What follows belongs to an exercise in optimizing a design on an open flow for small area; a production flow would make more cautious choices.
Only simulation tests tie the RTL to the original design; equivalence was not proved.
No activity file was given, so power comes from the tool's default toggle rates.

== the baseline ==
==> flow/design.v (excerpt) <==
module tank_game_top
#(
    parameter int TICK_CYCLES = 200
) (
    input  wire         clk_100mhz,
    input  wire         rst,
    input  wire         press,
    input  wire         move_btn,
    input  wire         shoot_btn,
    input  wire [1:0]   dir_in,
    input  wire         spawn_valid,
    input  wire [9:0]   spawn_x,
    input  wire [9:0]   spawn_y,
    output logic        running,
    output logic [9:0]  player_x,
    output logic [9:0]  player_y,
    output logic [1:0]  player_dir,
    output logic [$clog2(8 + 1) - 1:0] bullet_count,
    output logic [$clog2(4 + 1) - 1:0] target_count,
    output logic [4*4 - 1:0]          score
);
Size: ~1100 cells after synthesis, about 250 flip-flops, about 74 I/O pins.
clock: 10.0 ns
lec_check: 0
cap_margin: 20
core_margin: 2
core_utilization: 60
slew_margin: 20
standard.sh (not shown) runs the stock make flow with config.mk's settings and CLKGATE_MAP_FILE= SYNTH_SCRIPT=/design/flow/synth_recipe.tcl, a recipe that flattens the netlist after the stock synthesis.
==> flow/flow/run.sh <==
#!/bin/bash
# Layout flow: the standard flow, except that
#  - synthesis maps the logic between the flip-flops with an area-oriented
#    ABC script (flow/area.abc) instead of ORFS's delay-oriented one, and
#    leaves adders to ABC (no full/half-adder cell extraction). Flip-flop
#    mapping and names, flattening and renaming are the standard
#    synthesis's, so the registers are the standard synthesis's;
#  - the clock tree is built with the options in flow/cts_args.
set -euo pipefail
work=$(pwd)

# ORFS scripts with only the ABC script replaced
rm -rf "$work/scripts_area"
cp -r "$FLOW_HOME/scripts" "$work/scripts_area"
cp "$work/flow/area.abc" "$work/scripts_area/abc_speed.script"

# synthesis: standard.sh's make command with the copied scripts
sed 's|^make -C |make SCRIPTS_DIR='"$work"'/scripts_area ADDER_MAP_FILE= -C |' standard.sh > standard_area.sh
grep -q "SCRIPTS_DIR=$work/scripts_area" standard_area.sh
bash standard_area.sh synth > synth.log 2>&1

# the rest of the standard layout, with the clock tree options in flow/cts_args
export CTS_ARGS="$(cat "$work/flow/cts_args")"
bash standard.sh finish > layout.log 2>&1
==> flow/flow/area.abc <==
strash
dch
map -a
mfs2
strash
dch
map -a
mfs2
strash
dch
map -a
topo
stime -c
==> flow/flow/cts_args <==
-sink_clustering_enable -repair_clock_nets -sink_clustering_size 18 -sink_clustering_max_diameter 80 -buf_list sky130_fd_sc_hd__clkbuf_8 -root_buf sky130_fd_sc_hd__clkbuf_8 -tree_buf sky130_fd_sc_hd__clkbuf_8 -dont_use_dummy_load
[inputs] the candidate vs the baseline
diff --git a/flow/design.v b/flow/design.v
--- a/flow/design.v
+++ b/flow/design.v
@@ -293,24 +293,20 @@
         if (rst) begin
             tvalid <= '0;
         end else begin
             if (spawn_ok) tvalid[free_idx] <= 1'b1;
             if (hit)      tvalid[hit_idx]  <= 1'b0;
         end
     end
     always_ff @(posedge clk_100mhz) begin
         if (spawn_ok) begin
-            for (int i = 0; i < 4; i++) begin
-                if (free_idx == 2'(i)) begin
-                    tx[i] <= dead ? 6'd59 : spx_m1;
-                    ty[i] <= spy_m1;
-                end
-            end
+            tx[free_idx] <= dead ? 6'd59 : spx_m1;
+            ty[free_idx] <= spy_m1;
         end
     end
     always_comb begin
         target_count = '0;
         for (int i = 0; i < 4; i++) target_count = target_count + 3'(tvalid[i]);
     end
     logic [3:0] nine;
     logic [4:0] sc_en;
     always_comb begin
[summary]
Compared with the baseline, the candidate shows cell count higher by about 8%. Row multi-input combinational cell area: the candidate higher / the baseline lower. Termination of the worst setup path: score[5] -> the baseline, score[14] -> the candidate. NOTE: total length of routed wires in the candidate exceeds that of the baseline. Of the candidate and the baseline, the lower met1 usage in global routing belongs to the baseline. Number of combinational gates with multiple inputs (the candidate vs. the baseline) increases by more than 10%. All of the candidate and the baseline finish clean. | leakage power figure | higher: the candidate |. In the candidate the share of total power in sequential cells turned out 1.2 points lower than in the baseline. Higher post-route minimum period was reported by the candidate, not the baseline.

## oak
tank_game_top, a different RTL version from the one above (not shown whole).
Size: about 1100 cells after synthesis, roughly 74 I/O pins, about 9700 µm² of cells after synthesis.
export LEC_CHECK = 0
export CAP_MARGIN = 20
export CORE_MARGIN = 2
export CORE_UTILIZATION = 60
export SLEW_MARGIN = 20
create_clock -name core_clock -period 10.0 [get_ports {clk_100mhz}]
Scripts as last shown in full above: flow/flow/run.sh, flow/flow/area.abc, flow/flow/cts_args
oak reached the final stage; the timing, DRC and antenna checks on its layout passed.
Edits applied to the flow inputs when going from oak to pine:
-- flow/design.v --
<<< oak, line 115
    logic [5:0] px, py;
    logic [1:0] pdir;
    logic [5:0] mx, my;
    logic       mok;
    logic       wr_req;
    logic [5:0] wr_x, wr_y;
    logic [1:0] wr_dir;
    logic       wr_gnt;
    logic [7:0] valid;
    always_comb begin
        mx = px;
        my = py;
        case (pdir)
            2'd0: mok = px != 6'd0;
>>> pine, line 115
    logic [5:0] px, py;
    logic [1:0] pdir;
    logic [5:0] mm, mf;
    logic       mok;
    logic       wr_req;
    logic [5:0] wr_m, wr_f;
    logic [1:0] wr_dir;
    logic       wr_gnt;
    logic [7:0] valid;
    always_comb begin
        logic [5:0] op;
        case (pdir)
            2'd0: mok = px != 6'd0;
<<< oak, line 131
            default: mok = py != 6'd42;
        endcase
        if (pdir[1]) my[5:1] = step5(py[5:1], ~pdir[0]);
        else         mx[5:1] = step5(px[5:1], ~pdir[0]);
    end
    assign wr_gnt = wr_req & ~block;
>>> pine, line 130
            default: mok = py != 6'd42;
        endcase
        op = pdir[1] ? py : px;
        mm = {step5(op[5:1], ~pdir[0]), op[0]};
        mf = pdir[1] ? px : py;
    end
    assign wr_gnt = wr_req & ~block;
<<< oak, line 155
    always_ff @(posedge clk_100mhz) begin
        if (!wr_req) begin
            wr_x   <= mx;
            wr_y   <= my;
            wr_dir <= pdir;
        end
>>> pine, line 155
    always_ff @(posedge clk_100mhz) begin
        if (!wr_req) begin
            wr_m   <= mm;
            wr_f   <= mf;
            wr_dir <= pdir;
        end
<<< oak, line 163
    assign player_y   = {4'd0, py};
    assign player_dir = pdir;
    logic [13:0] ring [8];
    logic [2:0]  free_slot;
    logic [2:0]  wr_pos;
    logic [5:0]  hx, hy, nx, ny;
    logic [1:0]  hd;
    logic        hv;
>>> pine, line 163
    assign player_y   = {4'd0, py};
    assign player_dir = pdir;
    logic [7:0][13:0] ring;
    logic [2:0]  free_slot;
    logic [2:0]  wr_pos;
    logic [5:0]  hm, hf, nm, nx, ny;
    logic [1:0]  hd;
    logic        hv;
<<< oak, line 186
        end
    end
    assign {hd, hy, hx} = ring[0];
    logic [7:0] valid_rot;
    assign valid_rot = {valid[6:0], valid[7]};
    assign hv = valid_rot[ph[2:0]];
    always_comb begin
        nx = hd[1] ? hx : step6c(hx, ~hd[0], step);
        ny = hd[1] ? step6c(hy, ~hd[0], step) : hy;
        case (hd)
            2'd0: leaves = hx == 6'd63;
            2'd1: leaves = hx == 6'd58;
            2'd2: leaves = hy == 6'd63;
            default: leaves = hy == 6'd43;
        endcase
    end
>>> pine, line 186
        end
    end
    assign {hd, hm, hf} = ring[0];
    logic [7:0] valid_rot;
    assign valid_rot = {valid[6:0], valid[7]};
    assign hv = valid_rot[ph[2:0]];
    always_comb begin
        nm = step6c(hm, ~hd[0], step);
        nx = hd[1] ? hf : nm;
        ny = hd[1] ? nm : hf;
        case (hd)
            2'd0, 2'd2: leaves = hm == 6'd63;
            2'd1:       leaves = hm == 6'd58;
            default:    leaves = hm == 6'd43;
        endcase
    end
<<< oak, line 217
        for (int p = 0; p < 8; p++) begin
            if (p % 2 == 0 && ins_sel[p / 2])
                ring[p] <= {wr_dir, wr_y, wr_x};
            else if (p == 7)
                ring[p] <= {hd, ny, nx};
            else
                ring[p] <= ring[p + 1];
>>> pine, line 217
        for (int p = 0; p < 8; p++) begin
            if (p % 2 == 0 && ins_sel[p / 2])
                ring[p] <= {wr_dir, wr_m, wr_f};
            else if (p == 7)
                ring[p] <= {hd, nm, hf};
            else
                ring[p] <= ring[p + 1];
<<< oak, line 243
        bullet_count = {e[1] & f[1], e[1] ^ f[1], f[0], d[0]};
    end
    logic [5:0] tx [4];
    logic [5:0] ty [4];
    logic [3:0] tvalid;
    logic [3:0] match;
>>> pine, line 243
        bullet_count = {e[1] & f[1], e[1] ^ f[1], f[0], d[0]};
    end
    logic [3:0][5:0] tx;
    logic [3:0][5:0] ty;
    logic [3:0] tvalid;
    logic [3:0] match;
<<< oak, line 300
    always_ff @(posedge clk_100mhz) begin
        if (spawn_ok) begin
            tx[free_idx] <= dead ? 6'd59 : spx_m1;
            ty[free_idx] <= spy_m1;
        end
    end
>>> pine, line 300
    always_ff @(posedge clk_100mhz) begin
        if (spawn_ok) begin
            for (int i = 0; i < 4; i++) begin
                if (free_idx == 2'(i)) begin
                    tx[i] <= dead ? 6'd59 : spx_m1;
                    ty[i] <= spy_m1;
                end
            end
        end
    end
==> notes.md <==
- Looking at oak and pine, the die extent in y is a wash.
- Comparing oak with pine, the share of the final layout cell area in sequential cells came out essentially unchanged.
- Against oak, minimum period implied by the final worst setup slack in pine came out better.
- Compared with oak, in pine final instance area closely matched the old numbers, number of cells on the critical path moved down.

==> what the ideal ports hide <==
No port has a modelled driver above. Below, the same layouts with a new extraction and two added sets of constraints. Step 1 (the two cells are an assumption about what drives the block):
set clk [get_ports {clk_100mhz}]
set_driving_cell -lib_cell sky130_fd_sc_hd__clkbuf_16 $clk
set_driving_cell -lib_cell sky130_fd_sc_hd__buf_2 [delete_from_list [all_inputs] $clk]
Step 2 also shifts input and output timing later by t, the mid clock arrival at the registers, as if the neighbouring blocks saw the same clock. Three values: ideal, step 1, step 2; two values: the first two.
run | t (ns) | setup WS [ns] | worst register clock-pin slew, ns | worst slew at a driven data input, ns | cell pins on the clock port's net
the baseline | 0.540 | 4.578 / 4.578 / 4.578 | 0.11 / 0.11 | 0.04 | 1
the candidate | 0.542 | 4.315 / 4.315 / 4.315 | 0.11 / 0.11 | 0.04 | 1
oak | 0.534 | 4.328 / 4.328 / 4.328 | 0.12 / 0.12 | 0.04 | 1
pine | 0.545 | 4.861 / 4.819 / 4.902 | 0.11 / 0.11 | 0.04 | 1
After both steps every run listed still meets setup and hold.
